This is an optimization exercise on Yosys and OpenROAD, whose aim is small area, a short achievable clock period and few clock cycles per item, not a production implementation.
At most, simulation tests tie the RTL to the original design; equivalence was not proved.
Function not checked in run 2: the RTL went through the layout flow alone.

## flow/design.v (module list and top-level ports; edited modules follow where they fit)
// module best_disp_select: 3463 lines
// module bds_norm: 17 lines
// module bds_tab_n: 31 lines
// module bds_tab_d: 31 lines
module best_disp_select #(
    parameter int unsigned NPIX_LOG2 = 8
) (
    input  logic               clk,
    input  logic               rst,
    input  logic               frame_start,
    input  logic [10:0]        fsum,
    input  logic               valid,
    input  logic               last,
    input  logic [13:0]        g2sum,
    input  logic [10:0]        gsum,
    input  logic [13:0]        fg,
    input  logic [5:0]         place,
    output logic               busy,
    output logic [5:0]         best_place,
    output logic               best_valid,
    output logic               done,
    output logic               overrun
);
  // ...
==> flow/flow/run.sh <==
#!/bin/bash
set -euo pipefail
bash standard.sh SETUP_SLACK_MARGIN=7.0 "CTS_ARGS=-sink_clustering_enable -repair_clock_nets -dont_use_dummy_load -buf_list sky130_fd_sc_hd__clkbuf_4" finish > make.log 2>&1
==> flow/standard.sh <==
#!/bin/bash
# synth_recipe.tcl (not shown) runs the flow's synth.tcl, then flattens the netlist and writes it again
# the make line also repeats each setting of config.mk as NAME=value (left out here)
make -C /OpenROAD-flow-scripts/flow DESIGN_CONFIG=/design/flow/config.mk WORK_HOME=/design/flow/orfs CLKGATE_MAP_FILE= SYNTH_SCRIPT=/design/flow/synth_recipe.tcl "${@:-finish}"
==> flow/config.mk <==
export PLATFORM = sky130hd
export DESIGN_NAME = best_disp_select
export DESIGN_NICKNAME = best_disp_select
export VERILOG_FILES = /design/flow/design.v
export SDC_FILE = /design/flow/constraint.sdc
export NUM_CORES = 4
export LEC_CHECK = 0
export CAP_MARGIN = 20
export CORE_MARGIN = 2
export CORE_UTILIZATION = 40
export SLEW_MARGIN = 20
export TNS_END_PERCENT = 20
==> flow/constraint.sdc <==
create_clock -name core_clock -period 12.0 [get_ports {clk}]
set_input_delay 2.4000 -clock core_clock [delete_from_list [all_inputs] [get_ports {clk}]]
set_output_delay 2.4000 -clock core_clock [all_outputs]
set_load 0.01 [all_outputs]
==> qor.txt, run 1 <==
Reg2reg end -> r1_num[21]
First-pass GRT wire length -> 142000 um
WHS Endpoint -> rf_num[21]
TritonRoute pass-1 iters -> 5
Combinational family with the most area after synthesis -> adder cells
Tapcell count -> 1254
Initial Util -> 40.5%
Hold Startpoint -> rn_num[21]
Fin crit share -> 43.6%
Setup TNS -> 0 ps
Worst Tran Pin Value -> 1100 ps
CP max FO -> 5
PortBufs -> 70
Syn. warnings -> 2
Status -> no timing/DRC/antenna violations
Initial antenna violation count -> 3
Synthesized area per cell -> 10.2 um^2
Metal2 WL -> 40200 um
Pre-CTS setup slack -> 5290 ps
Hold-critical path depth -> 0
Clock buf/inv share -> 2.73%
Commonest non-fill, non-tap cell in the layout -> inv_1
Most frequent cells in the layout -> inv_1, edfxtp_1, nand2_1
Io pins -> 71
Antenna Nets Post-Route -> 0
Vias in the first global route -> 26600
Synth Register Bits -> 536
Multiplexer share of the synthesized area -> 2.48%
Slack of the critical path -> 6770 ps
Final setup viols -> 0
Crit path DAT -> 5960 ps
WL final -> 88200 um
Share of the synthesized area in the top cell type -> 35.2%
Synthesis-to-finish area growth -> 10.3%
Most instantiated cells after synthesis -> inv_1, edfxtp_1, nand2_1
Gate Count Post-Synth -> 3710
Final cell count without fillers -> 5124
Clock period minus final worst setup slack -> 5230 ps
Biggest regs -> r_bk: 25 flops, s_k: 25 flops
Testbench counts, summed over its fixed seeds: cycles 10,366, items 9,296.
==> run 2: changes to the inputs <==
--- a/flow/design.v
+++ b/flow/design.v
@@ -27,136 +27,124 @@
     logic signed [24:0] r_bk;
     logic        r0_v;
     logic [10:0] r0_fsum;
     logic [10:0] r0_gsum;
     logic [13:0] r0_fg;
     logic [13:0] r0_g2sum;
     logic [5:0]  r0_place;
     logic        r0_last;
-    logic bn_one0;
-    logic bn_two0;
-    logic bn_neg0;
+    logic [5:0] w_bg_one;
+    logic [5:0] w_bg_two;
+    logic [5:0] w_bg_neg;
+    assign w_bg_one[0] = gsum[0] ^ 1'b0;
+    assign w_bg_two[0] = (gsum[1] & ~gsum[0] & ~1'b0) | (~gsum[1] & gsum[0] & 1'b0);
+    assign w_bg_neg[0] = ~gsum[1];
+    assign w_bg_one[1] = gsum[2] ^ gsum[1];
+    assign w_bg_two[1] = (gsum[3] & ~gsum[2] & ~gsum[1]) | (~gsum[3] & gsum[2] & gsum[1]);
+    assign w_bg_neg[1] = ~gsum[3];
+    assign w_bg_one[2] = gsum[4] ^ gsum[3];
+    assign w_bg_two[2] = (gsum[5] & ~gsum[4] & ~gsum[3]) | (~gsum[5] & gsum[4] & gsum[3]);
+    assign w_bg_neg[2] = ~gsum[5];
+    assign w_bg_one[3] = gsum[6] ^ gsum[5];
+    assign w_bg_two[3] = (gsum[7] & ~gsum[6] & ~gsum[5]) | (~gsum[7] & gsum[6] & gsum[5]);
+    assign w_bg_neg[3] = ~gsum[7];
+    assign w_bg_one[4] = gsum[8] ^ gsum[7];
+    assign w_bg_two[4] = (gsum[9] & ~gsum[8] & ~gsum[7]) | (~gsum[9] & gsum[8] & gsum[7]);
+    assign w_bg_neg[4] = ~gsum[9];
+    assign w_bg_one[5] = gsum[10] ^ gsum[9];
+    assign w_bg_two[5] = (1'b0 & ~gsum[10] & ~gsum[9]) | (~1'b0 & gsum[10] & gsum[9]);
+    assign w_bg_neg[5] = ~1'b0;
+    logic [5:0] r0_bg_one;
+    logic [5:0] r0_bg_two;
+    logic [5:0] r0_bg_neg;
     logic [12:0] bn_r0;
-    assign bn_one0 = r0_gsum[0] ^ 1'b0;
-    assign bn_two0 = (r0_gsum[1] & ~r0_gsum[0] & ~1'b0) | (~r0_gsum[1] & r0_gsum[0] & 1'b0);
-    assign bn_neg0 = ~r0_gsum[1];
-    assign bn_r0[0] = ((bn_one0 & r0_fsum[0]) | (bn_two0 & 1'b0)) ^ bn_neg0;
-    assign bn_r0[1] = ((bn_one0 & r0_fsum[1]) | (bn_two0 & r0_fsum[0])) ^ bn_neg0;
-    assign bn_r0[2] = ((bn_one0 & r0_fsum[2]) | (bn_two0 & r0_fsum[1])) ^ bn_neg0;
-    assign bn_r0[3] = ((bn_one0 & r0_fsum[3]) | (bn_two0 & r0_fsum[2])) ^ bn_neg0;
-    assign bn_r0[4] = ((bn_one0 & r0_fsum[4]) | (bn_two0 & r0_fsum[3])) ^ bn_neg0;
-    assign bn_r0[5] = ((bn_one0 & r0_fsum[5]) | (bn_two0 & r0_fsum[4])) ^ bn_neg0;
-    assign bn_r0[6] = ((bn_one0 & r0_fsum[6]) | (bn_two0 & r0_fsum[5])) ^ bn_neg0;
-    assign bn_r0[7] = ((bn_one0 & r0_fsum[7]) | (bn_two0 & r0_fsum[6])) ^ bn_neg0;
-    assign bn_r0[8] = ((bn_one0 & r0_fsum[8]) | (bn_two0 & r0_fsum[7])) ^ bn_neg0;
-    assign bn_r0[9] = ((bn_one0 & r0_fsum[9]) | (bn_two0 & r0_fsum[8])) ^ bn_neg0;
-    assign bn_r0[10] = ((bn_one0 & r0_fsum[10]) | (bn_two0 & r0_fsum[9])) ^ bn_neg0;
-    assign bn_r0[11] = ((bn_one0 & 1'b0) | (bn_two0 & r0_fsum[10])) ^ bn_neg0;
-    assign bn_r0[12] = bn_neg0;
-    logic bn_one1;
-    logic bn_two1;
-    logic bn_neg1;
+    assign bn_r0[0] = ((r0_bg_one[0] & r0_fsum[0]) | (r0_bg_two[0] & 1'b0)) ^ r0_bg_neg[0];
+    assign bn_r0[1] = ((r0_bg_one[0] & r0_fsum[1]) | (r0_bg_two[0] & r0_fsum[0])) ^ r0_bg_neg[0];
+    assign bn_r0[2] = ((r0_bg_one[0] & r0_fsum[2]) | (r0_bg_two[0] & r0_fsum[1])) ^ r0_bg_neg[0];
+    assign bn_r0[3] = ((r0_bg_one[0] & r0_fsum[3]) | (r0_bg_two[0] & r0_fsum[2])) ^ r0_bg_neg[0];
+    assign bn_r0[4] = ((r0_bg_one[0] & r0_fsum[4]) | (r0_bg_two[0] & r0_fsum[3])) ^ r0_bg_neg[0];
+    assign bn_r0[5] = ((r0_bg_one[0] & r0_fsum[5]) | (r0_bg_two[0] & r0_fsum[4])) ^ r0_bg_neg[0];
+    assign bn_r0[6] = ((r0_bg_one[0] & r0_fsum[6]) | (r0_bg_two[0] & r0_fsum[5])) ^ r0_bg_neg[0];
+    assign bn_r0[7] = ((r0_bg_one[0] & r0_fsum[7]) | (r0_bg_two[0] & r0_fsum[6])) ^ r0_bg_neg[0];
+    assign bn_r0[8] = ((r0_bg_one[0] & r0_fsum[8]) | (r0_bg_two[0] & r0_fsum[7])) ^ r0_bg_neg[0];
+    assign bn_r0[9] = ((r0_bg_one[0] & r0_fsum[9]) | (r0_bg_two[0] & r0_fsum[8])) ^ r0_bg_neg[0];
+    assign bn_r0[10] = ((r0_bg_one[0] & r0_fsum[10]) | (r0_bg_two[0] & r0_fsum[9])) ^ r0_bg_neg[0];
+    assign bn_r0[11] = ((r0_bg_one[0] & 1'b0) | (r0_bg_two[0] & r0_fsum[10])) ^ r0_bg_neg[0];
+    assign bn_r0[12] = r0_bg_neg[0];
     logic [12:0] bn_r1;
-    assign bn_one1 = r0_gsum[2] ^ r0_gsum[1];
-    assign bn_two1 = (r0_gsum[3] & ~r0_gsum[2] & ~r0_gsum[1]) | (~r0_gsum[3] & r0_gsum[2] & r0_gsum[1]);
-    assign bn_neg1 = ~r0_gsum[3];
-    assign bn_r1[0] = ((bn_one1 & r0_fsum[0]) | (bn_two1 & 1'b0)) ^ bn_neg1;
-    assign bn_r1[1] = ((bn_one1 & r0_fsum[1]) | (bn_two1 & r0_fsum[0])) ^ bn_neg1;
-    assign bn_r1[2] = ((bn_one1 & r0_fsum[2]) | (bn_two1 & r0_fsum[1])) ^ bn_neg1;
-    assign bn_r1[3] = ((bn_one1 & r0_fsum[3]) | (bn_two1 & r0_fsum[2])) ^ bn_neg1;
-    assign bn_r1[4] = ((bn_one1 & r0_fsum[4]) | (bn_two1 & r0_fsum[3])) ^ bn_neg1;
-    assign bn_r1[5] = ((bn_one1 & r0_fsum[5]) | (bn_two1 & r0_fsum[4])) ^ bn_neg1;
-    assign bn_r1[6] = ((bn_one1 & r0_fsum[6]) | (bn_two1 & r0_fsum[5])) ^ bn_neg1;
-    assign bn_r1[7] = ((bn_one1 & r0_fsum[7]) | (bn_two1 & r0_fsum[6])) ^ bn_neg1;
-    assign bn_r1[8] = ((bn_one1 & r0_fsum[8]) | (bn_two1 & r0_fsum[7])) ^ bn_neg1;
-    assign bn_r1[9] = ((bn_one1 & r0_fsum[9]) | (bn_two1 & r0_fsum[8])) ^ bn_neg1;
-    assign bn_r1[10] = ((bn_one1 & r0_fsum[10]) | (bn_two1 & r0_fsum[9])) ^ bn_neg1;
-    assign bn_r1[11] = ((bn_one1 & 1'b0) | (bn_two1 & r0_fsum[10])) ^ bn_neg1;
-    assign bn_r1[12] = bn_neg1;
-    logic bn_one2;
-    logic bn_two2;
-    logic bn_neg2;
+    assign bn_r1[0] = ((r0_bg_one[1] & r0_fsum[0]) | (r0_bg_two[1] & 1'b0)) ^ r0_bg_neg[1];
+    assign bn_r1[1] = ((r0_bg_one[1] & r0_fsum[1]) | (r0_bg_two[1] & r0_fsum[0])) ^ r0_bg_neg[1];
+    assign bn_r1[2] = ((r0_bg_one[1] & r0_fsum[2]) | (r0_bg_two[1] & r0_fsum[1])) ^ r0_bg_neg[1];
+    assign bn_r1[3] = ((r0_bg_one[1] & r0_fsum[3]) | (r0_bg_two[1] & r0_fsum[2])) ^ r0_bg_neg[1];
+    assign bn_r1[4] = ((r0_bg_one[1] & r0_fsum[4]) | (r0_bg_two[1] & r0_fsum[3])) ^ r0_bg_neg[1];
+    assign bn_r1[5] = ((r0_bg_one[1] & r0_fsum[5]) | (r0_bg_two[1] & r0_fsum[4])) ^ r0_bg_neg[1];
+    assign bn_r1[6] = ((r0_bg_one[1] & r0_fsum[6]) | (r0_bg_two[1] & r0_fsum[5])) ^ r0_bg_neg[1];
+    assign bn_r1[7] = ((r0_bg_one[1] & r0_fsum[7]) | (r0_bg_two[1] & r0_fsum[6])) ^ r0_bg_neg[1];
+    assign bn_r1[8] = ((r0_bg_one[1] & r0_fsum[8]) | (r0_bg_two[1] & r0_fsum[7])) ^ r0_bg_neg[1];
+    assign bn_r1[9] = ((r0_bg_one[1] & r0_fsum[9]) | (r0_bg_two[1] & r0_fsum[8])) ^ r0_bg_neg[1];
+    assign bn_r1[10] = ((r0_bg_one[1] & r0_fsum[10]) | (r0_bg_two[1] & r0_fsum[9])) ^ r0_bg_neg[1];
+    assign bn_r1[11] = ((r0_bg_one[1] & 1'b0) | (r0_bg_two[1] & r0_fsum[10])) ^ r0_bg_neg[1];
+    assign bn_r1[12] = r0_bg_neg[1];
     logic [12:0] bn_r2;
-    assign bn_one2 = r0_gsum[4] ^ r0_gsum[3];
-    assign bn_two2 = (r0_gsum[5] & ~r0_gsum[4] & ~r0_gsum[3]) | (~r0_gsum[5] & r0_gsum[4] & r0_gsum[3]);
-    assign bn_neg2 = ~r0_gsum[5];
-    assign bn_r2[0] = ((bn_one2 & r0_fsum[0]) | (bn_two2 & 1'b0)) ^ bn_neg2;
-    assign bn_r2[1] = ((bn_one2 & r0_fsum[1]) | (bn_two2 & r0_fsum[0])) ^ bn_neg2;
-    assign bn_r2[2] = ((bn_one2 & r0_fsum[2]) | (bn_two2 & r0_fsum[1])) ^ bn_neg2;
-    assign bn_r2[3] = ((bn_one2 & r0_fsum[3]) | (bn_two2 & r0_fsum[2])) ^ bn_neg2;
-    assign bn_r2[4] = ((bn_one2 & r0_fsum[4]) | (bn_two2 & r0_fsum[3])) ^ bn_neg2;
-    assign bn_r2[5] = ((bn_one2 & r0_fsum[5]) | (bn_two2 & r0_fsum[4])) ^ bn_neg2;
-    assign bn_r2[6] = ((bn_one2 & r0_fsum[6]) | (bn_two2 & r0_fsum[5])) ^ bn_neg2;
-    assign bn_r2[7] = ((bn_one2 & r0_fsum[7]) | (bn_two2 & r0_fsum[6])) ^ bn_neg2;
-    assign bn_r2[8] = ((bn_one2 & r0_fsum[8]) | (bn_two2 & r0_fsum[7])) ^ bn_neg2;
-    assign bn_r2[9] = ((bn_one2 & r0_fsum[9]) | (bn_two2 & r0_fsum[8])) ^ bn_neg2;
-    assign bn_r2[10] = ((bn_one2 & r0_fsum[10]) | (bn_two2 & r0_fsum[9])) ^ bn_neg2;
-    assign bn_r2[11] = ((bn_one2 & 1'b0) | (bn_two2 & r0_fsum[10])) ^ bn_neg2;
-    assign bn_r2[12] = bn_neg2;
-    logic bn_one3;
-    logic bn_two3;
-    logic bn_neg3;
+    assign bn_r2[0] = ((r0_bg_one[2] & r0_fsum[0]) | (r0_bg_two[2] & 1'b0)) ^ r0_bg_neg[2];
+    assign bn_r2[1] = ((r0_bg_one[2] & r0_fsum[1]) | (r0_bg_two[2] & r0_fsum[0])) ^ r0_bg_neg[2];
+    assign bn_r2[2] = ((r0_bg_one[2] & r0_fsum[2]) | (r0_bg_two[2] & r0_fsum[1])) ^ r0_bg_neg[2];
+    assign bn_r2[3] = ((r0_bg_one[2] & r0_fsum[3]) | (r0_bg_two[2] & r0_fsum[2])) ^ r0_bg_neg[2];
+    assign bn_r2[4] = ((r0_bg_one[2] & r0_fsum[4]) | (r0_bg_two[2] & r0_fsum[3])) ^ r0_bg_neg[2];
+    assign bn_r2[5] = ((r0_bg_one[2] & r0_fsum[5]) | (r0_bg_two[2] & r0_fsum[4])) ^ r0_bg_neg[2];
+    assign bn_r2[6] = ((r0_bg_one[2] & r0_fsum[6]) | (r0_bg_two[2] & r0_fsum[5])) ^ r0_bg_neg[2];
+    assign bn_r2[7] = ((r0_bg_one[2] & r0_fsum[7]) | (r0_bg_two[2] & r0_fsum[6])) ^ r0_bg_neg[2];
+    assign bn_r2[8] = ((r0_bg_one[2] & r0_fsum[8]) | (r0_bg_two[2] & r0_fsum[7])) ^ r0_bg_neg[2];
+    assign bn_r2[9] = ((r0_bg_one[2] & r0_fsum[9]) | (r0_bg_two[2] & r0_fsum[8])) ^ r0_bg_neg[2];
+    assign bn_r2[10] = ((r0_bg_one[2] & r0_fsum[10]) | (r0_bg_two[2] & r0_fsum[9])) ^ r0_bg_neg[2];
+    assign bn_r2[11] = ((r0_bg_one[2] & 1'b0) | (r0_bg_two[2] & r0_fsum[10])) ^ r0_bg_neg[2];
+    assign bn_r2[12] = r0_bg_neg[2];
     logic [12:0] bn_r3;
-    assign bn_one3 = r0_gsum[6] ^ r0_gsum[5];
-    assign bn_two3 = (r0_gsum[7] & ~r0_gsum[6] & ~r0_gsum[5]) | (~r0_gsum[7] & r0_gsum[6] & r0_gsum[5]);
-    assign bn_neg3 = ~r0_gsum[7];
-    assign bn_r3[0] = ((bn_one3 & r0_fsum[0]) | (bn_two3 & 1'b0)) ^ bn_neg3;
-    assign bn_r3[1] = ((bn_one3 & r0_fsum[1]) | (bn_two3 & r0_fsum[0])) ^ bn_neg3;
-    assign bn_r3[2] = ((bn_one3 & r0_fsum[2]) | (bn_two3 & r0_fsum[1])) ^ bn_neg3;
-    assign bn_r3[3] = ((bn_one3 & r0_fsum[3]) | (bn_two3 & r0_fsum[2])) ^ bn_neg3;
-    assign bn_r3[4] = ((bn_one3 & r0_fsum[4]) | (bn_two3 & r0_fsum[3])) ^ bn_neg3;
-    assign bn_r3[5] = ((bn_one3 & r0_fsum[5]) | (bn_two3 & r0_fsum[4])) ^ bn_neg3;
-    assign bn_r3[6] = ((bn_one3 & r0_fsum[6]) | (bn_two3 & r0_fsum[5])) ^ bn_neg3;
-    assign bn_r3[7] = ((bn_one3 & r0_fsum[7]) | (bn_two3 & r0_fsum[6])) ^ bn_neg3;
-    assign bn_r3[8] = ((bn_one3 & r0_fsum[8]) | (bn_two3 & r0_fsum[7])) ^ bn_neg3;
-    assign bn_r3[9] = ((bn_one3 & r0_fsum[9]) | (bn_two3 & r0_fsum[8])) ^ bn_neg3;
-    assign bn_r3[10] = ((bn_one3 & r0_fsum[10]) | (bn_two3 & r0_fsum[9])) ^ bn_neg3;
-    assign bn_r3[11] = ((bn_one3 & 1'b0) | (bn_two3 & r0_fsum[10])) ^ bn_neg3;
-    assign bn_r3[12] = bn_neg3;
-    logic bn_one4;
-    logic bn_two4;
-    logic bn_neg4;
+    assign bn_r3[0] = ((r0_bg_one[3] & r0_fsum[0]) | (r0_bg_two[3] & 1'b0)) ^ r0_bg_neg[3];
+    assign bn_r3[1] = ((r0_bg_one[3] & r0_fsum[1]) | (r0_bg_two[3] & r0_fsum[0])) ^ r0_bg_neg[3];
+    assign bn_r3[2] = ((r0_bg_one[3] & r0_fsum[2]) | (r0_bg_two[3] & r0_fsum[1])) ^ r0_bg_neg[3];
+    assign bn_r3[3] = ((r0_bg_one[3] & r0_fsum[3]) | (r0_bg_two[3] & r0_fsum[2])) ^ r0_bg_neg[3];
+    assign bn_r3[4] = ((r0_bg_one[3] & r0_fsum[4]) | (r0_bg_two[3] & r0_fsum[3])) ^ r0_bg_neg[3];
+    assign bn_r3[5] = ((r0_bg_one[3] & r0_fsum[5]) | (r0_bg_two[3] & r0_fsum[4])) ^ r0_bg_neg[3];
+    assign bn_r3[6] = ((r0_bg_one[3] & r0_fsum[6]) | (r0_bg_two[3] & r0_fsum[5])) ^ r0_bg_neg[3];
+    assign bn_r3[7] = ((r0_bg_one[3] & r0_fsum[7]) | (r0_bg_two[3] & r0_fsum[6])) ^ r0_bg_neg[3];
+    assign bn_r3[8] = ((r0_bg_one[3] & r0_fsum[8]) | (r0_bg_two[3] & r0_fsum[7])) ^ r0_bg_neg[3];
+    assign bn_r3[9] = ((r0_bg_one[3] & r0_fsum[9]) | (r0_bg_two[3] & r0_fsum[8])) ^ r0_bg_neg[3];
+    assign bn_r3[10] = ((r0_bg_one[3] & r0_fsum[10]) | (r0_bg_two[3] & r0_fsum[9])) ^ r0_bg_neg[3];
+    assign bn_r3[11] = ((r0_bg_one[3] & 1'b0) | (r0_bg_two[3] & r0_fsum[10])) ^ r0_bg_neg[3];
+    assign bn_r3[12] = r0_bg_neg[3];
     logic [12:0] bn_r4;
-    assign bn_one4 = r0_gsum[8] ^ r0_gsum[7];
-    assign bn_two4 = (r0_gsum[9] & ~r0_gsum[8] & ~r0_gsum[7]) | (~r0_gsum[9] & r0_gsum[8] & r0_gsum[7]);
-    assign bn_neg4 = ~r0_gsum[9];
-    assign bn_r4[0] = ((bn_one4 & r0_fsum[0]) | (bn_two4 & 1'b0)) ^ bn_neg4;
-    assign bn_r4[1] = ((bn_one4 & r0_fsum[1]) | (bn_two4 & r0_fsum[0])) ^ bn_neg4;
-    assign bn_r4[2] = ((bn_one4 & r0_fsum[2]) | (bn_two4 & r0_fsum[1])) ^ bn_neg4;
-    assign bn_r4[3] = ((bn_one4 & r0_fsum[3]) | (bn_two4 & r0_fsum[2])) ^ bn_neg4;
-    assign bn_r4[4] = ((bn_one4 & r0_fsum[4]) | (bn_two4 & r0_fsum[3])) ^ bn_neg4;
-    assign bn_r4[5] = ((bn_one4 & r0_fsum[5]) | (bn_two4 & r0_fsum[4])) ^ bn_neg4;
-    assign bn_r4[6] = ((bn_one4 & r0_fsum[6]) | (bn_two4 & r0_fsum[5])) ^ bn_neg4;
-    assign bn_r4[7] = ((bn_one4 & r0_fsum[7]) | (bn_two4 & r0_fsum[6])) ^ bn_neg4;
-    assign bn_r4[8] = ((bn_one4 & r0_fsum[8]) | (bn_two4 & r0_fsum[7])) ^ bn_neg4;
-    assign bn_r4[9] = ((bn_one4 & r0_fsum[9]) | (bn_two4 & r0_fsum[8])) ^ bn_neg4;
-    assign bn_r4[10] = ((bn_one4 & r0_fsum[10]) | (bn_two4 & r0_fsum[9])) ^ bn_neg4;
-    assign bn_r4[11] = ((bn_one4 & 1'b0) | (bn_two4 & r0_fsum[10])) ^ bn_neg4;
-    assign bn_r4[12] = bn_neg4;
-    logic bn_one5;
-    logic bn_two5;
-    logic bn_neg5;
+    assign bn_r4[0] = ((r0_bg_one[4] & r0_fsum[0]) | (r0_bg_two[4] & 1'b0)) ^ r0_bg_neg[4];
+    assign bn_r4[1] = ((r0_bg_one[4] & r0_fsum[1]) | (r0_bg_two[4] & r0_fsum[0])) ^ r0_bg_neg[4];
+    assign bn_r4[2] = ((r0_bg_one[4] & r0_fsum[2]) | (r0_bg_two[4] & r0_fsum[1])) ^ r0_bg_neg[4];
+    assign bn_r4[3] = ((r0_bg_one[4] & r0_fsum[3]) | (r0_bg_two[4] & r0_fsum[2])) ^ r0_bg_neg[4];
+    assign bn_r4[4] = ((r0_bg_one[4] & r0_fsum[4]) | (r0_bg_two[4] & r0_fsum[3])) ^ r0_bg_neg[4];
+    assign bn_r4[5] = ((r0_bg_one[4] & r0_fsum[5]) | (r0_bg_two[4] & r0_fsum[4])) ^ r0_bg_neg[4];
+    assign bn_r4[6] = ((r0_bg_one[4] & r0_fsum[6]) | (r0_bg_two[4] & r0_fsum[5])) ^ r0_bg_neg[4];
+    assign bn_r4[7] = ((r0_bg_one[4] & r0_fsum[7]) | (r0_bg_two[4] & r0_fsum[6])) ^ r0_bg_neg[4];
+    assign bn_r4[8] = ((r0_bg_one[4] & r0_fsum[8]) | (r0_bg_two[4] & r0_fsum[7])) ^ r0_bg_neg[4];
+    assign bn_r4[9] = ((r0_bg_one[4] & r0_fsum[9]) | (r0_bg_two[4] & r0_fsum[8])) ^ r0_bg_neg[4];
+    assign bn_r4[10] = ((r0_bg_one[4] & r0_fsum[10]) | (r0_bg_two[4] & r0_fsum[9])) ^ r0_bg_neg[4];
+    assign bn_r4[11] = ((r0_bg_one[4] & 1'b0) | (r0_bg_two[4] & r0_fsum[10])) ^ r0_bg_neg[4];
+    assign bn_r4[12] = r0_bg_neg[4];
     logic [12:0] bn_r5;
-    assign bn_one5 = r0_gsum[10] ^ r0_gsum[9];
-    assign bn_two5 = (1'b0 & ~r0_gsum[10] & ~r0_gsum[9]) | (~1'b0 & r0_gsum[10] & r0_gsum[9]);
-    assign bn_neg5 = ~1'b0;
-    assign bn_r5[0] = ((bn_one5 & r0_fsum[0]) | (bn_two5 & 1'b0)) ^ bn_neg5;
-    assign bn_r5[1] = ((bn_one5 & r0_fsum[1]) | (bn_two5 & r0_fsum[0])) ^ bn_neg5;
-    assign bn_r5[2] = ((bn_one5 & r0_fsum[2]) | (bn_two5 & r0_fsum[1])) ^ bn_neg5;
-    assign bn_r5[3] = ((bn_one5 & r0_fsum[3]) | (bn_two5 & r0_fsum[2])) ^ bn_neg5;
-    assign bn_r5[4] = ((bn_one5 & r0_fsum[4]) | (bn_two5 & r0_fsum[3])) ^ bn_neg5;
-    assign bn_r5[5] = ((bn_one5 & r0_fsum[5]) | (bn_two5 & r0_fsum[4])) ^ bn_neg5;
-    assign bn_r5[6] = ((bn_one5 & r0_fsum[6]) | (bn_two5 & r0_fsum[5])) ^ bn_neg5;
-    assign bn_r5[7] = ((bn_one5 & r0_fsum[7]) | (bn_two5 & r0_fsum[6])) ^ bn_neg5;
-    assign bn_r5[8] = ((bn_one5 & r0_fsum[8]) | (bn_two5 & r0_fsum[7])) ^ bn_neg5;
-    assign bn_r5[9] = ((bn_one5 & r0_fsum[9]) | (bn_two5 & r0_fsum[8])) ^ bn_neg5;
-    assign bn_r5[10] = ((bn_one5 & r0_fsum[10]) | (bn_two5 & r0_fsum[9])) ^ bn_neg5;
-    assign bn_r5[11] = ((bn_one5 & 1'b0) | (bn_two5 & r0_fsum[10])) ^ bn_neg5;
-    assign bn_r5[12] = bn_neg5;
+    assign bn_r5[0] = ((r0_bg_one[5] & r0_fsum[0]) | (r0_bg_two[5] & 1'b0)) ^ r0_bg_neg[5];
+    assign bn_r5[1] = ((r0_bg_one[5] & r0_fsum[1]) | (r0_bg_two[5] & r0_fsum[0])) ^ r0_bg_neg[5];
+    assign bn_r5[2] = ((r0_bg_one[5] & r0_fsum[2]) | (r0_bg_two[5] & r0_fsum[1])) ^ r0_bg_neg[5];
+    assign bn_r5[3] = ((r0_bg_one[5] & r0_fsum[3]) | (r0_bg_two[5] & r0_fsum[2])) ^ r0_bg_neg[5];
+    assign bn_r5[4] = ((r0_bg_one[5] & r0_fsum[4]) | (r0_bg_two[5] & r0_fsum[3])) ^ r0_bg_neg[5];
+    assign bn_r5[5] = ((r0_bg_one[5] & r0_fsum[5]) | (r0_bg_two[5] & r0_fsum[4])) ^ r0_bg_neg[5];
+    assign bn_r5[6] = ((r0_bg_one[5] & r0_fsum[6]) | (r0_bg_two[5] & r0_fsum[5])) ^ r0_bg_neg[5];
+    assign bn_r5[7] = ((r0_bg_one[5] & r0_fsum[7]) | (r0_bg_two[5] & r0_fsum[6])) ^ r0_bg_neg[5];
+    assign bn_r5[8] = ((r0_bg_one[5] & r0_fsum[8]) | (r0_bg_two[5] & r0_fsum[7])) ^ r0_bg_neg[5];
+    assign bn_r5[9] = ((r0_bg_one[5] & r0_fsum[9]) | (r0_bg_two[5] & r0_fsum[8])) ^ r0_bg_neg[5];
+    assign bn_r5[10] = ((r0_bg_one[5] & r0_fsum[10]) | (r0_bg_two[5] & r0_fsum[9])) ^ r0_bg_neg[5];
+    assign bn_r5[11] = ((r0_bg_one[5] & 1'b0) | (r0_bg_two[5] & r0_fsum[10])) ^ r0_bg_neg[5];
+    assign bn_r5[12] = r0_bg_neg[5];
     logic cn_t1;
     logic cn_t2;
     logic cn_t3;
     logic cn_t4;
     logic cn_t5;
     logic cn_t6;
     logic cn_t7;
     logic cn_t8;
@@ -335,18 +323,18 @@
     assign cn_t31 = bn_r3[2] ^ bn_r4[0];
     assign cn_t32 = bn_r3[2] & bn_r4[0];
     assign cn_t33 = cn_t2 ^ cn_t3 ^ bn_r1[7];
     assign cn_t34 = (cn_t2 & cn_t3) | (cn_t2 & bn_r1[7]) | (cn_t3 & bn_r1[7]);
     assign cn_t35 = bn_r2[5] ^ bn_r3[3] ^ bn_r4[1];
     assign cn_t36 = (bn_r2[5] & bn_r3[3]) | (bn_r2[5] & bn_r4[1]) | (bn_r3[3] & bn_r4[1]);
     assign cn_t37 = cn_t4 ^ cn_t5 ^ cn_t7;
     assign cn_t38 = (cn_t4 & cn_t5) | (cn_t4 & cn_t7) | (cn_t5 & cn_t7);
-    assign cn_t39 = bn_r4[2] ^ bn_r5[0] ^ bn_neg5;
-    assign cn_t40 = (bn_r4[2] & bn_r5[0]) | (bn_r4[2] & bn_neg5) | (bn_r5[0] & bn_neg5);
+    assign cn_t39 = bn_r4[2] ^ bn_r5[0] ^ r0_bg_neg[5];
+    assign cn_t40 = (bn_r4[2] & bn_r5[0]) | (bn_r4[2] & r0_bg_neg[5]) | (bn_r5[0] & r0_bg_neg[5]);
     assign cn_t41 = cn_t6 ^ cn_t8 ^ cn_t9;
     assign cn_t42 = (cn_t6 & cn_t8) | (cn_t6 & cn_t9) | (cn_t8 & cn_t9);
     assign cn_t43 = cn_t11 ^ bn_r4[3] ^ bn_r5[1];
     assign cn_t44 = (cn_t11 & bn_r4[3]) | (cn_t11 & bn_r5[1]) | (bn_r4[3] & bn_r5[1]);
     assign cn_t45 = cn_t10 ^ cn_t12 ^ cn_t13;
     assign cn_t46 = (cn_t10 & cn_t12) | (cn_t10 & cn_t13) | (cn_t12 & cn_t13);
     assign cn_t47 = cn_t15 ^ bn_r5[2] ^ 1'b1;
     assign cn_t48 = (cn_t15 & bn_r5[2]) | (cn_t15 & 1'b1) | (bn_r5[2] & 1'b1);
@@ -409,26 +397,26 @@
     assign cn_t105 = cn_t72 ^ r0_fg[12] ^ ~bn_r4[12];
     assign cn_t106 = (cn_t72 & r0_fg[12]) | (cn_t72 & ~bn_r4[12]) | (r0_fg[12] & ~bn_r4[12]);
     assign cn_t107 = r0_fg[13] ^ bn_r5[11];
     assign cn_t108 = r0_fg[13] & bn_r5[11];
     assign cn_t109 = bn_r0[2] ^ bn_r1[0];
     assign cn_t110 = bn_r0[2] & bn_r1[0];
     assign cn_t111 = bn_r0[3] ^ bn_r1[1];
     assign cn_t112 = bn_r0[3] & bn_r1[1];
-    assign cn_t113 = cn_t73 ^ bn_r2[0] ^ bn_neg2;
-    assign cn_t114 = (cn_t73 & bn_r2[0]) | (cn_t73 & bn_neg2) | (bn_r2[0] & bn_neg2);
+    assign cn_t113 = cn_t73 ^ bn_r2[0] ^ r0_bg_neg[2];
+    assign cn_t114 = (cn_t73 & bn_r2[0]) | (cn_t73 & r0_bg_neg[2]) | (bn_r2[0] & r0_bg_neg[2]);
     assign cn_t115 = cn_t74 ^ cn_t75 ^ bn_r2[1];
     assign cn_t116 = (cn_t74 & cn_t75) | (cn_t74 & bn_r2[1]) | (cn_t75 & bn_r2[1]);
-    assign cn_t117 = cn_t76 ^ cn_t77 ^ bn_neg3;
-    assign cn_t118 = (cn_t76 & cn_t77) | (cn_t76 & bn_neg3) | (cn_t77 & bn_neg3);
+    assign cn_t117 = cn_t76 ^ cn_t77 ^ r0_bg_neg[3];
+    assign cn_t118 = (cn_t76 & cn_t77) | (cn_t76 & r0_bg_neg[3]) | (cn_t77 & r0_bg_neg[3]);
     assign cn_t119 = cn_t78 ^ cn_t79 ^ bn_r3[1];
     assign cn_t120 = (cn_t78 & cn_t79) | (cn_t78 & bn_r3[1]) | (cn_t79 & bn_r3[1]);
-    assign cn_t121 = cn_t80 ^ cn_t81 ^ bn_neg4;
-    assign cn_t122 = (cn_t80 & cn_t81) | (cn_t80 & bn_neg4) | (cn_t81 & bn_neg4);
+    assign cn_t121 = cn_t80 ^ cn_t81 ^ r0_bg_neg[4];
+    assign cn_t122 = (cn_t80 & cn_t81) | (cn_t80 & r0_bg_neg[4]) | (cn_t81 & r0_bg_neg[4]);
     assign cn_t123 = cn_t82 ^ cn_t83 ^ cn_t35;
     assign cn_t124 = (cn_t82 & cn_t83) | (cn_t82 & cn_t35) | (cn_t83 & cn_t35);
     assign cn_t125 = cn_t84 ^ cn_t85 ^ cn_t39;
     assign cn_t126 = (cn_t84 & cn_t85) | (cn_t84 & cn_t39) | (cn_t85 & cn_t39);
     assign cn_t127 = cn_t86 ^ cn_t87 ^ cn_t43;
     assign cn_t128 = (cn_t86 & cn_t87) | (cn_t86 & cn_t43) | (cn_t87 & cn_t43);
     assign cn_t129 = cn_t88 ^ cn_t89 ^ cn_t47;
     assign cn_t130 = (cn_t88 & cn_t89) | (cn_t88 & cn_t47) | (cn_t89 & cn_t47);
@@ -450,17 +438,17 @@
     assign cn_t146 = (cn_t104 & cn_t105) | (cn_t104 & bn_r5[10]) | (cn_t105 & bn_r5[10]);
     assign cn_t147 = cn_t106 ^ cn_t107 ^ 1'b1;
     assign cn_t148 = (cn_t106 & cn_t107) | (cn_t106 & 1'b1) | (cn_t107 & 1'b1);
     assign cn_t149 = cn_t108 ^ ~bn_r5[12];
     assign cn_t150 = cn_t108 & ~bn_r5[12];
     logic [22:0] cn_a;
     logic [22:0] cn_b;
     assign cn_a = {cn_t148, cn_t146, cn_t144, cn_t142, cn_t140, cn_t138, cn_t136, cn_t134, cn_t132, cn_t130, cn_t128, cn_t126, cn_t124, cn_t122, cn_t120, cn_t118, cn_t116, cn_t114, cn_t112, cn_t110, cn_t109, bn_r0[1], bn_r0[0]};
-    assign cn_b = {cn_t149, cn_t147, cn_t145, cn_t143, cn_t141, cn_t139, cn_t137, cn_t135, cn_t133, cn_t131, cn_t129, cn_t127, cn_t125, cn_t123, cn_t121, cn_t119, cn_t117, cn_t115, cn_t113, cn_t111, bn_neg1, 1'b0, bn_neg0};
+    assign cn_b = {cn_t149, cn_t147, cn_t145, cn_t143, cn_t141, cn_t139, cn_t137, cn_t135, cn_t133, cn_t131, cn_t129, cn_t127, cn_t125, cn_t123, cn_t121, cn_t119, cn_t117, cn_t115, cn_t113, cn_t111, r0_bg_neg[1], 1'b0, r0_bg_neg[0]};
     logic cd_t1;
     logic cd_t2;
     logic cd_t3;
     logic cd_t4;
     logic cd_t5;
     logic cd_t6;
     logic cd_t7;
     logic cd_t8;
@@ -3386,16 +3374,19 @@
     always_ff @(posedge clk) begin
         if (valid && (frame_start || !r_busy)) begin
             r0_fsum  <= fsum;
             r0_gsum  <= gsum;
             r0_fg    <= fg;
             r0_g2sum <= g2sum;
             r0_place <= place;
             r0_last  <= last;
+            r0_bg_one <= w_bg_one;
+            r0_bg_two <= w_bg_two;
+            r0_bg_neg <= w_bg_neg;
         end
         if (!r_busy) begin
             r1_num   <= w_num;
             r1_den   <= w_den;
             r1_place <= r0_place;
             r1_last  <= r0_last;
             rn_elig  <= w_elig;
             rn_num   <= r1_num[21:0];
==> flow/flow/run.sh (replaced) <==
#!/bin/bash
set -euo pipefail
bash standard.sh SETUP_SLACK_MARGIN=7.0 "CTS_ARGS=-sink_clustering_enable -repair_clock_nets -dont_use_dummy_load" finish > make.log 2>&1
--- a/flow/config.mk
+++ b/flow/config.mk
@@ -4,9 +4,8 @@
 export VERILOG_FILES = /design/flow/design.v
 export SDC_FILE = /design/flow/constraint.sdc
 export NUM_CORES = 4
 export LEC_CHECK = 0
 export CAP_MARGIN = 20
 export CORE_MARGIN = 2
 export CORE_UTILIZATION = 40
 export SLEW_MARGIN = 20
-export TNS_END_PERCENT = 20
==> run 2 against run 1 <==
  * Highest routed layer unchanged
  * First-iteration DRC count shrank 17%
  * Fmax grew 2.0%
  * Largest cell class unchanged
  * Count of clock-buffer cells in the layout shrank 86
==> qor.txt, run 2 <==
Async set or reset register ratio after synthesis -> 0%
Main flop type after synthesis -> edfxtp_1
Syn. warnings -> 2 (unchanged)
Final setup viols -> 0 (unchanged)
Initial Util -> 40.3% (-0.18 points)
Clk root buf -> clkbuf_16
Post-DP HPWL -> 61000 um
WL final -> 84800 um (-3.8%)
Final Hold Fails -> 0
Io pins -> 71 (unchanged)
RSZ-0062 raised after global routing -> true
Critical Path RT -> 12360 ps
DR vias/cell -> 5.22
Critical path startpoint -> r0_bg_two[0]
Fin nets -> 4218
TritonRoute pass-1 iters -> 6 (+1)
CTS H-tree depth -> 3
Die width -> 313 um
Max_cap viols -> 0
TritonCTS Sinks -> 552
CTS clock-pin slew for the worst setup and hold paths -> 50 ps
Min-delay worst type -> register to register
Status -> no timing/DRC/antenna violations
Reg2Reg Depth -> 27
Fraction of layout cells with a size suffix above 1 -> 10.8%
Reg2reg end -> r1_num[9]
R2r startpoint -> r0_bg_two[0]
Delay-heaviest family, CP -> buffers and inverters
Layout fillers -> 8798
Setup CP Type -> register to register
CTS tree -> done
WL/cell -> 17.2 um
Rows -> 113
Reg2Reg Setup Slack -> 6870 ps
EDFF count, synth -> 460
Synthesized cell area -> 38200 um^2
Pins Over Slew Limit -> 0
CP max FO -> 6 (+1)
CP Buf/Inv Count -> 16
Most frequent cells in the layout -> edfxtp_1, inv_1, ha_1
Starting DRT DRC Count -> 1535
First-pass GRT wire length -> 136000 um (-4.1%)
Clock buffer count from CTS -> 66
CP Depth -> 27
Largest net degree at the start of global routing -> 75
Initial antenna violation count -> 0 (-3)
Residual DRC -> 0
Crit path DAT -> 5480 ps (-480 ps)
Share of the synthesized area in the top cell type -> 36.1% (+0.94 points)
Syn nets -> 4096
Clock period minus final worst setup slack -> 5130 ps (-103 ps)
Biggest regs -> r_bk: 25 flops, s_k: 25 flops
Cell variety after synth -> 97
Synth Register Bits -> 552 (+3.0%)
CP max stage delay -> 520 ps
Vias -> 25700
Die Ht -> 313 um
Top cells by area, synth -> edfxtp_1, fa_1, ha_1
Core area -> 94900 um^2
Commonest non-fill, non-tap cell in the layout -> edfxtp_1
Placer Congestion -> 0.867
GRT Util Overall -> 17.1%
Gate Count Post-Synth -> 3540 (-4.6%)
Die area -> 98000 um^2
Synthesis-to-finish area growth -> 12.9%
CP endpoint -> r1_num[9]
Post-synth top area cell -> edfxtp_1
Crit path launch type -> register
Relative slew slack -> 33.9%
PortBufs -> 70 (unchanged)
Most instantiated cells after synthesis -> edfxtp_1, inv_1, ha_1
Slowest-stage cell, CP -> fa_1
Fin crit share -> 42.7% (-0.86 points)
Sequential-to-total area share from yosys stat -> 41.0%
Critical Path End Type -> register
Setup TNS -> 0 ps (unchanged)
Cell area after placement -> 40300 um^2
Grt total ovfl -> 0
Vias in the first global route -> 25200 (-5.0%)
Clk_skew -> 69.9 ps
Most frequent cell after synthesis -> edfxtp_1
Design area -> 43200 um^2
Most used cell, CP -> buf_4
Peak Freq -> 0.195 GHz
Worst Tran Pin Value -> 991 ps (-105 ps)
Antenna Nets Post-Route -> 0 (unchanged)
Clock Tree Buf Depth -> 3
Synthesized area per cell -> 10.8 um^2 (+5.8%)
Clock latency on the worst-skew pair -> 620 ps
==> run 2: cell count changes after synthesis, sizes merged, moves of 13 or more <==
cell / change
edfxtp: +16
xor2: +15
a22oi: +24
nand3: -25
mux2i: -13
mux2: +67
nand2: -189
a21oi: -18
==> run 2: cells by family (layout without fill, tap and decap cells) <==
family,after synthesis,count (layout),share of synthesized area (%)
and+or+nand+nor,909,910,12.0
AOI/OAI and AO/OA,698,698,12.4
buffers and inverters,590,709,5.88
DFF,552,552,41.0
adders and majority gates,495,495,20.8
xor gates and xnor gates,168,168,3.85
muxes,128,128,4.06
other,0,1,0
==> run 2: worst min path at each step <==
| stage | from | to | slack [ps] | depth (start not counted) |
|---|---|---|---|---|
| after floorplan | r0_last | r1_last | 400 | 0 |
| after detailed placement | rn_den[4] | rf_den[4] | 400 | 0 |
| after global placement | rn_place[1] | rf_place[1] | 400 | 0 |
| final | r1_place[0] | rn_place[0] | 390 | 0 |
| after global routing | rn_num[10] | rf_num[10] | 400 | 0 |
| after CTS | r1_place[0] | rn_place[0] | 390 | 0 |
==> run 2: metal layers <==
layer / global-route usage [%] / share of wire [%] / wire length, um / vias up
li1: - / - / - / 12700
met1: 24.0 / 48 / 40600 / 12500
met2: 27.9 / 46 / 39400 / 493
met3: 2.10 / 3.4 / 2880 / 121
met4: 4.61 / 2.4 / 1990 / 0
met5: 0 / 0 / 0 / -
==> run 2: worst register-to-register path: stages, from the launching register on <==
cell,delay [ps]
edfxtp_1,500
buf_6,170
a22oi_2,180
xnor2_1,140
ha_1,240
inv_1,70
fa_1,450
fa_1,520
inv_1,40
ha_2,200
or2_2,310
nor3_2,180
o211ai_1,140
buf_4,170
buf_4,120
buf_4,120
buf_4,120
buf_4,120
buf_4,120
buf_4,120
buf_4,120
buf_4,120
buf_4,120
buf_4,120
buf_4,120
buf_4,120
a21oi_2,110
nor2_1,50
==> run 2: repair_timing <==
| action | CTS | global route |
|---|---|---|
| pin swaps | 22 | 24 |
| cloned | 2 | 8 |
| buffers inserted | 64 | 21 |
| resized for setup | 32 | 43 |
| hold buffers | 0 | 0 |
| endpoints found under the setup margin | 150 | 149 |
==> run 2: cell type report <==
type	count	area [um^2]	share of cell area, %
multi-input cells	2399	20800	48.1
flip-flops and latches	552	15700	36.3
inverters	466	1760	4.08
repair buffers	177	1720	3.99
clock buffers	66	1650	3.83
well taps	1265	1580	3.67
diodes	1	2.50	0.00580
==> run 2: per-stage QoR <==
stage	utilization, %	worst slack [ps]	instances	hold slack, ps
final	45.5	6870	4926	390
after global routing	45.5	6670	4925	396
after CTS	44.9	6880	4896	392
after detailed placement	42.5	6220	4764	405
after global placement	42.5	6320	4764	401
after floorplan	-	6540	3540	400

[what the ideal ports hide]
How much do the figures lean on ideal ports? The routed layouts below were timed once more, with nothing changed but the port constraints.
Step 1 sets driving cells, clkbuf_16 on the clock port and buf_2 on the other inputs (assumed; they add their load-dependent delay and slew).
Step 2 times the ports against the registers' clock, not the clock port: input delays grow and output delays shrink by t, the midpoint of the rising clock arrivals with the driver on.
Three values: no drivers, after step 1, after step 2; two values: the first two.
| run | t (ns) | setup WS [ns] | hold slack, ns | worst register clock-pin slew, ns |
|---|---|---|---|---|
| run 1 | 1.033 | 6.770 / 6.770 / 6.770 | 0.367 / 0.367 / 0.367 | 0.07 / 0.07 |
| run 2 | 0.647 | 6.873 / 6.873 / 6.873 | 0.390 / 0.390 / 0.390 | 0.06 / 0.06 |
After both steps every run listed still meets setup and hold.
